This design comes from an exercise in tuning for small area and a short achievable clock period on the open sky130 flow, not from production work. Where RTL was checked, it was by simulation tests only, not by an equivalence proof against the original.

==> raven: inputs <==
==> flow/design.v (excerpt) <==
module gbuf_link_top (
    input  wire logic                              clk,
    input  wire logic                              rst_n,
    input  wire logic                              clear,
    input  wire logic                              cfg_req,
    output logic                                   link_req,
    output logic [3:0]                             link_sel,
    output logic                                   link_upload,
    output logic                                   link_done,
    input  wire logic                              link_in_valid,
    input  wire logic [15:0]                 link_in_data,
    output logic                                   link_out_valid,
    output logic [15:0]                      link_out_data,
    output logic                                   cfg_valid,
    output logic [15:0]                      cfg_word,
    input  wire logic [3:0]           core_rd,
    output logic [3:0]                core_rd_valid,
    output logic [63:0]         core_rd_data,
    input  wire logic [1:0]          core_wr,
    input  wire logic [31:0]   core_wr_data,
    output logic [41:0]             level
);
    localparam int DATA_W        = 16;
    localparam int BANK_AW       = 6;
    localparam int BANK_DEPTH    = 1 << BANK_AW;
    localparam int LVL_W         = BANK_AW + 1;
    localparam int NUM_BANKS     = 6;
    localparam int NUM_IN_BANKS  = 4;
    localparam int NUM_OUT_BANKS = 2;
    localparam int OUT_IDX_W     = 1;
    localparam int BURST_LEN = 8;
    localparam int CFG_LEN   = 4;
    localparam int CNT_W     = 3;
    localparam logic [3:0] SEL_CFG    = 4'd0;
    localparam logic [3:0] SEL_ACT    = 4'd2;
    localparam logic [3:0] SEL_FLGACT = 4'd4;
    localparam logic [3:0] SEL_WEI    = 4'd6;
    localparam logic [3:0] SEL_FLGWEI = 4'd8;
    localparam logic [3:0] SEL_FLGOFM = 4'd10;
    localparam logic [3:0] SEL_OFM    = 4'd11;
    function automatic logic [NUM_BANKS-1:0] sel_onehot(input logic [3:0] sel);
        logic [NUM_BANKS-1:0] oh;
        oh = '0;
        case (sel)
            SEL_FLGWEI: oh[0] = 1'b1;
            SEL_WEI:    oh[1] = 1'b1;
            SEL_FLGACT: oh[2] = 1'b1;
            SEL_ACT:    oh[3] = 1'b1;
            SEL_FLGOFM: oh[4] = 1'b1;
            SEL_OFM:    oh[5] = 1'b1;
            default:    oh = '0;
        endcase
  ...
clock: 5.0 ns
lec_check: 0
cap_margin: 20
core_margin: 2
core_utilization: 42
cts_cluster_diameter: 60
cts_cluster_size: 20
setup_slack_margin: 2.4
slew_margin: 20
run.sh (not shown) runs the stock make flow with config.mk's settings and CLKGATE_MAP_FILE= SYNTH_SCRIPT=/design/flow/synth_recipe.tcl, a recipe that flattens the netlist after the stock synthesis.
==> harbor: changes against raven <==
--- a/flow/design.v
+++ b/flow/design.v
@@ -43,23 +43,22 @@
         endcase
         bank_sel = sel;
     endfunction
 `timescale 1ns/10ps
 `default_nettype none
-module gbuf_bank (
+module gbuf_bank #(
+    parameter bit BYPASS = 1'b1
+) (
     input  wire logic         clk,
     input  wire logic         rst_n,
     input  wire logic         clear,
     input  wire logic         wr_en,
-    input  wire logic [15:0]  wr_data,
+    input  wire logic [15:0]  st_data,
     input  wire logic         rd_en,
-    input  wire logic         rd_sel,      
     output logic [15:0]       rd_word,
     output logic              rd_ok,
-    output logic [6:0]        level,
-    output logic              room,        
-    output logic              ready        
+    output logic [6:0]        level
 );
     localparam int DATA_W        = 16;
     localparam int BANK_AW       = 6;
     localparam int BANK_DEPTH    = 1 << BANK_AW;
     localparam int LVL_W         = BANK_AW + 1;
@@ -104,123 +103,69 @@
         endcase
         bank_sel = sel;
     endfunction
     logic [DATA_W-1:0]  mem [BANK_DEPTH];
     logic [BANK_AW-1:0] wr_ptr;
+    logic [BANK_AW-1:0] rd_ptr;
     logic [BANK_AW:0]   count;
-    logic [BANK_AW:0]   count_n;
-    logic [BANK_AW:0]   count_inc;
-    logic [BANK_AW:0]   count_dec;
-    logic               carry;
-    logic               borrow;
-    logic               nonempty;    
+    logic               st_we;
     logic               full;
     logic               empty;
     logic               wr_ok;
-    logic [7:0]         rd_col;      
-    logic [7:0]         rd_col_hi;   
-    logic [7:0]         rd_row;      
-    logic [DATA_W-1:0]  row_word [8];
     assign full  = count[BANK_AW];
-    assign empty = ~nonempty;
+    assign empty = (count == '0);
     assign wr_ok = wr_en & ~full;
     assign rd_ok = rd_en & ~empty;
     assign level = count;
-    always_comb begin
-        carry  = 1'b1;
-        borrow = 1'b1;
-        for (int i = 0; i <= BANK_AW; i++) begin
-            count_inc[i] = count[i] ^ carry;
-            count_dec[i] = count[i] ^ borrow;
-            carry        = carry & count[i];
-            borrow       = borrow & ~count[i];
-        end
-        case ({wr_ok, rd_ok})
-            2'b10:   count_n = count_inc;
-            2'b01:   count_n = count_dec;
-            default: count_n = count;
-        endcase
-    end
     always_ff @(posedge clk or negedge rst_n) begin
         if (!rst_n) begin
             wr_ptr <= '0;
-            rd_col <= 8'd1;
-            rd_col_hi <= 8'd1;
-            rd_row <= 8'd1;
+            rd_ptr <= '0;
             count  <= '0;
-            nonempty <= 1'b0;
-            room   <= 1'b1;
-            ready  <= 1'b0;
+            st_we  <= 1'b0;
         end else if (clear) begin
             wr_ptr <= '0;
-            rd_col <= 8'd1;
-            rd_col_hi <= 8'd1;
-            rd_row <= 8'd1;
+            rd_ptr <= '0;
             count  <= '0;
-            nonempty <= 1'b0;
-            room   <= 1'b1;
-            ready  <= 1'b0;
+            st_we  <= 1'b0;
         end else begin
-            if (wr_ok) begin
+            st_we <= wr_ok;
+            if (st_we) begin
                 wr_ptr <= wr_ptr + 1'b1;
             end
             if (rd_ok) begin
-                rd_col <= {rd_col[6:0], rd_col[7]};
-                rd_col_hi <= {rd_col_hi[6:0], rd_col_hi[7]};
-                if (rd_col[7]) begin
-                    rd_row <= {rd_row[6:0], rd_row[7]};
-                end
+                rd_ptr <= rd_ptr + 1'b1;
             end
-            count <= count_n;
             case ({wr_ok, rd_ok})
-                2'b10: begin
-                    nonempty <= 1'b1;
-                    room  <= (count <= LVL_W'(BANK_DEPTH - BURST_LEN - 1));
-                    ready <= (count >= LVL_W'(BURST_LEN - 1));
-                end
-                2'b01: begin
-                    nonempty <= (count != LVL_W'(1));
-                    room  <= (count <= LVL_W'(BANK_DEPTH - BURST_LEN + 1));
-                    ready <= (count >= LVL_W'(BURST_LEN + 1));
-                end
-                default: begin
-                    nonempty <= (count != '0);
-                    room  <= (count <= LVL_W'(BANK_DEPTH - BURST_LEN));
-                    ready <= (count >= LVL_W'(BURST_LEN));
-                end
+                2'b10:   count <= count + 1'b1;
+                2'b01:   count <= count - 1'b1;
+                default: count <= count;
             endcase
         end
     end
     always_ff @(posedge clk) begin
-        if (wr_ok) begin
-            mem[wr_ptr] <= wr_data;
+        if (st_we) begin
+            mem[wr_ptr] <= st_data;
         end
     end
-    always_comb begin
-        for (int r = 0; r < 8; r++) begin
-            row_word[r] = '0;
-            for (int c = 0; c < 8; c++) begin
-                row_word[r] = row_word[r] | ({{(DATA_W/2){rd_col_hi[c]}}, {(DATA_W/2){rd_col[c]}}}
-                                             & mem[r*8 + c]);
-            end
-        end
-        rd_word = '0;
-        for (int r = 0; r < 8; r++) begin
-            rd_word = rd_word | ({DATA_W{rd_row[r] & rd_sel}} & row_word[r]);
+    generate
+        if (BYPASS) begin : g_byp
+            assign rd_word = (st_we && count == LVL_W'(1)) ? st_data : mem[rd_ptr];
+        end else begin : g_nobyp
+            assign rd_word = mem[rd_ptr];
         end
-    end
+    endgenerate
 endmodule
 `default_nettype wire
 `timescale 1ns/10ps
 `default_nettype none
 module link_scheduler (
     input  wire logic                       clk,
     input  wire logic                       rst_n,
     input  wire logic                       clear,
     input  wire logic                       cfg_req,
-    input  wire logic [NUM_IN_BANKS-1:0]    room,        
-    input  wire logic [NUM_OUT_BANKS-1:0]   ready,       
+    input  wire logic [41:0]                level,
     input  wire logic                       link_in_valid,
     output logic [3:0]                      grant_sel,
     output logic                            grant_upload,
     output logic                            link_req,
     output logic                            link_done,
@@ -291,18 +236,18 @@
     always_comb begin
         pick_valid  = 1'b0;
         pick_sel    = SEL_CFG;
         pick_upload = 1'b0;
         for (int i = NUM_IN_BANKS - 1; i >= 0; i--) begin
-            if (room[i]) begin
+            if (level[i*LVL_W +: LVL_W] <= LVL_W'(BANK_DEPTH - BURST_LEN)) begin
                 pick_valid  = 1'b1;
                 pick_sel    = bank_sel(i);
                 pick_upload = 1'b0;
             end
         end
         for (int i = NUM_BANKS - 1; i >= NUM_IN_BANKS; i--) begin
-            if (ready[i - NUM_IN_BANKS]) begin
+            if (level[i*LVL_W +: LVL_W] >= LVL_W'(BURST_LEN)) begin
                 pick_valid  = 1'b1;
                 pick_sel    = bank_sel(i);
                 pick_upload = 1'b1;
             end
         end
@@ -454,67 +399,64 @@
         endcase
         bank_sel = sel;
     endfunction
     logic [NUM_IN_BANKS-1:0]        in_bank;
     logic [NUM_OUT_BANKS-1:0]       up_bank;
+    logic [DATA_W-1:0]              st_link;
+    logic [NUM_OUT_BANKS*DATA_W-1:0] st_core;
     logic [NUM_BANKS*DATA_W-1:0]    rd_word;
     logic [NUM_BANKS-1:0]           rd_ok;
-    logic [NUM_IN_BANKS-1:0]        room;
-    logic [NUM_OUT_BANKS-1:0]       ready;
     assign cfg_word = link_in_data;
     link_scheduler u_scheduler (
         .clk           (clk),
         .rst_n         (rst_n),
         .clear         (clear),
         .cfg_req       (cfg_req),
-        .room          (room),
-        .ready         (ready),
+        .level         (level),
         .link_in_valid (link_in_valid),
         .grant_sel     (link_sel),
         .grant_upload  (link_upload),
         .link_req      (link_req),
         .link_done     (link_done),
         .cfg_valid     (cfg_valid),
         .in_bank       (in_bank),
         .up_bank       (up_bank)
     );
+    always_ff @(posedge clk) begin
+        st_link <= link_in_data;
+        st_core <= core_wr_data;
+    end
     for (genvar b = 0; b < NUM_IN_BANKS; b++) begin : g_in
-        gbuf_bank u_bank (
+        gbuf_bank #(.BYPASS(1'b1)) u_bank (
             .clk      (clk),
             .rst_n    (rst_n),
             .clear    (clear),
             .wr_en    (link_in_valid & in_bank[b]),
-            .wr_data  (link_in_data),
+            .st_data  (st_link),
             .rd_en    (core_rd[b]),
-            .rd_sel   (1'b1),
             .rd_word  (rd_word[b*DATA_W +: DATA_W]),
             .rd_ok    (rd_ok[b]),
-            .level    (level[b*LVL_W +: LVL_W]),
-            .room     (room[b]),
-            .ready    ()
+            .level    (level[b*LVL_W +: LVL_W])
         );
     end
     for (genvar j = 0; j < NUM_OUT_BANKS; j++) begin : g_out
-        gbuf_bank u_bank (
+        gbuf_bank #(.BYPASS(1'b0)) u_bank (
             .clk      (clk),
             .rst_n    (rst_n),
             .clear    (clear),
             .wr_en    (core_wr[j]),
-            .wr_data  (core_wr_data[j*DATA_W +: DATA_W]),
+            .st_data  (st_core[j*DATA_W +: DATA_W]),
             .rd_en    (up_bank[j]),
-            .rd_sel   (up_bank[j]),
             .rd_word  (rd_word[(NUM_IN_BANKS + j)*DATA_W +: DATA_W]),
             .rd_ok    (rd_ok[NUM_IN_BANKS + j]),
-            .level    (level[(NUM_IN_BANKS + j)*LVL_W +: LVL_W]),
-            .room     (),
-            .ready    (ready[j])
+            .level    (level[(NUM_IN_BANKS + j)*LVL_W +: LVL_W])
         );
     end
     always_ff @(posedge clk) begin
         core_rd_data  <= rd_word[NUM_IN_BANKS*DATA_W-1:0];
-        link_out_data <= rd_word[(NUM_IN_BANKS + 1)*DATA_W +: DATA_W]
-                       | rd_word[NUM_IN_BANKS*DATA_W +: DATA_W];
+        link_out_data <= up_bank[1] ? rd_word[(NUM_IN_BANKS + 1)*DATA_W +: DATA_W]
+                                    : rd_word[NUM_IN_BANKS*DATA_W +: DATA_W];
     end
     always_ff @(posedge clk or negedge rst_n) begin
         if (!rst_n) begin
             core_rd_valid  <= '0;
             link_out_valid <= 1'b0;
==> flow/config.mk (replaced) <==
export PLATFORM = sky130hd
export DESIGN_NAME = gbuf_link_top
export DESIGN_NICKNAME = gbuf_link_top
export VERILOG_FILES = /design/flow/design.v
export SDC_FILE = /design/flow/constraint.sdc
export NUM_CORES = 4
export LEC_CHECK = 0
export CAP_MARGIN = 20
export CORE_MARGIN = 2
export CORE_UTILIZATION = 40
export SLEW_MARGIN = 20
==> results_dict.tcl <==
set metrics [dict create \
    path_clk_slew_ns 0.06 \
    numClockSinks 6417 \
    synth_xor_area_share_pct 0.330 \
    met2_length_um 292000 \
    max_stage_delay_ns 0.96 \
    cts_setup_buffers 0 \
    status "timing/DRC/antenna clean" \
]
# the run above: harbor

==> results_dict.tcl <==
set metrics [dict create \
    status "timing/DRC/antenna clean" \
    place_inst 20500 \
    max_stage_delay_ns 0.47 \
    met2_length_um 339000 \
    cts_setup_buffers 117 \
    numClockSinks 6483 \
    synth_xor_area_share_pct 0.258 \
]
# the run above: raven

Function not checked in harbor: the RTL went through the layout flow alone.

port drivers added, routing unchanged:
Ports are ideal in the flow. The routed layouts listed here were re-timed in OpenROAD. Step 1 (the two cells are an assumption about what drives the block):
set clk [get_ports {clk}]
set_driving_cell -lib_cell sky130_fd_sc_hd__clkbuf_16 $clk
set_driving_cell -lib_cell sky130_fd_sc_hd__buf_2 [delete_from_list [all_inputs] $clk]
Step 2 also shifts input and output timing later by t, the mid clock arrival at the registers, as if the neighbouring blocks saw the same clock. a / b / c = ideal / step 1 / step 2; a / b = the first two.
run | shift t [ns] | setup slack, ns | slew at the worst register clock pin (ns)
raven | 1.174 | 2.093 / 1.962 / 1.161 | 0.09 / 0.09
harbor | 1.175 | 1.126 / 1.126 / 1.126 | 0.07 / 0.07
After both steps setup and hold are still met in every run listed. The setup slack of raven, which loses most, moves by -0.131 ns with the drivers and by -0.932 ns with both steps.
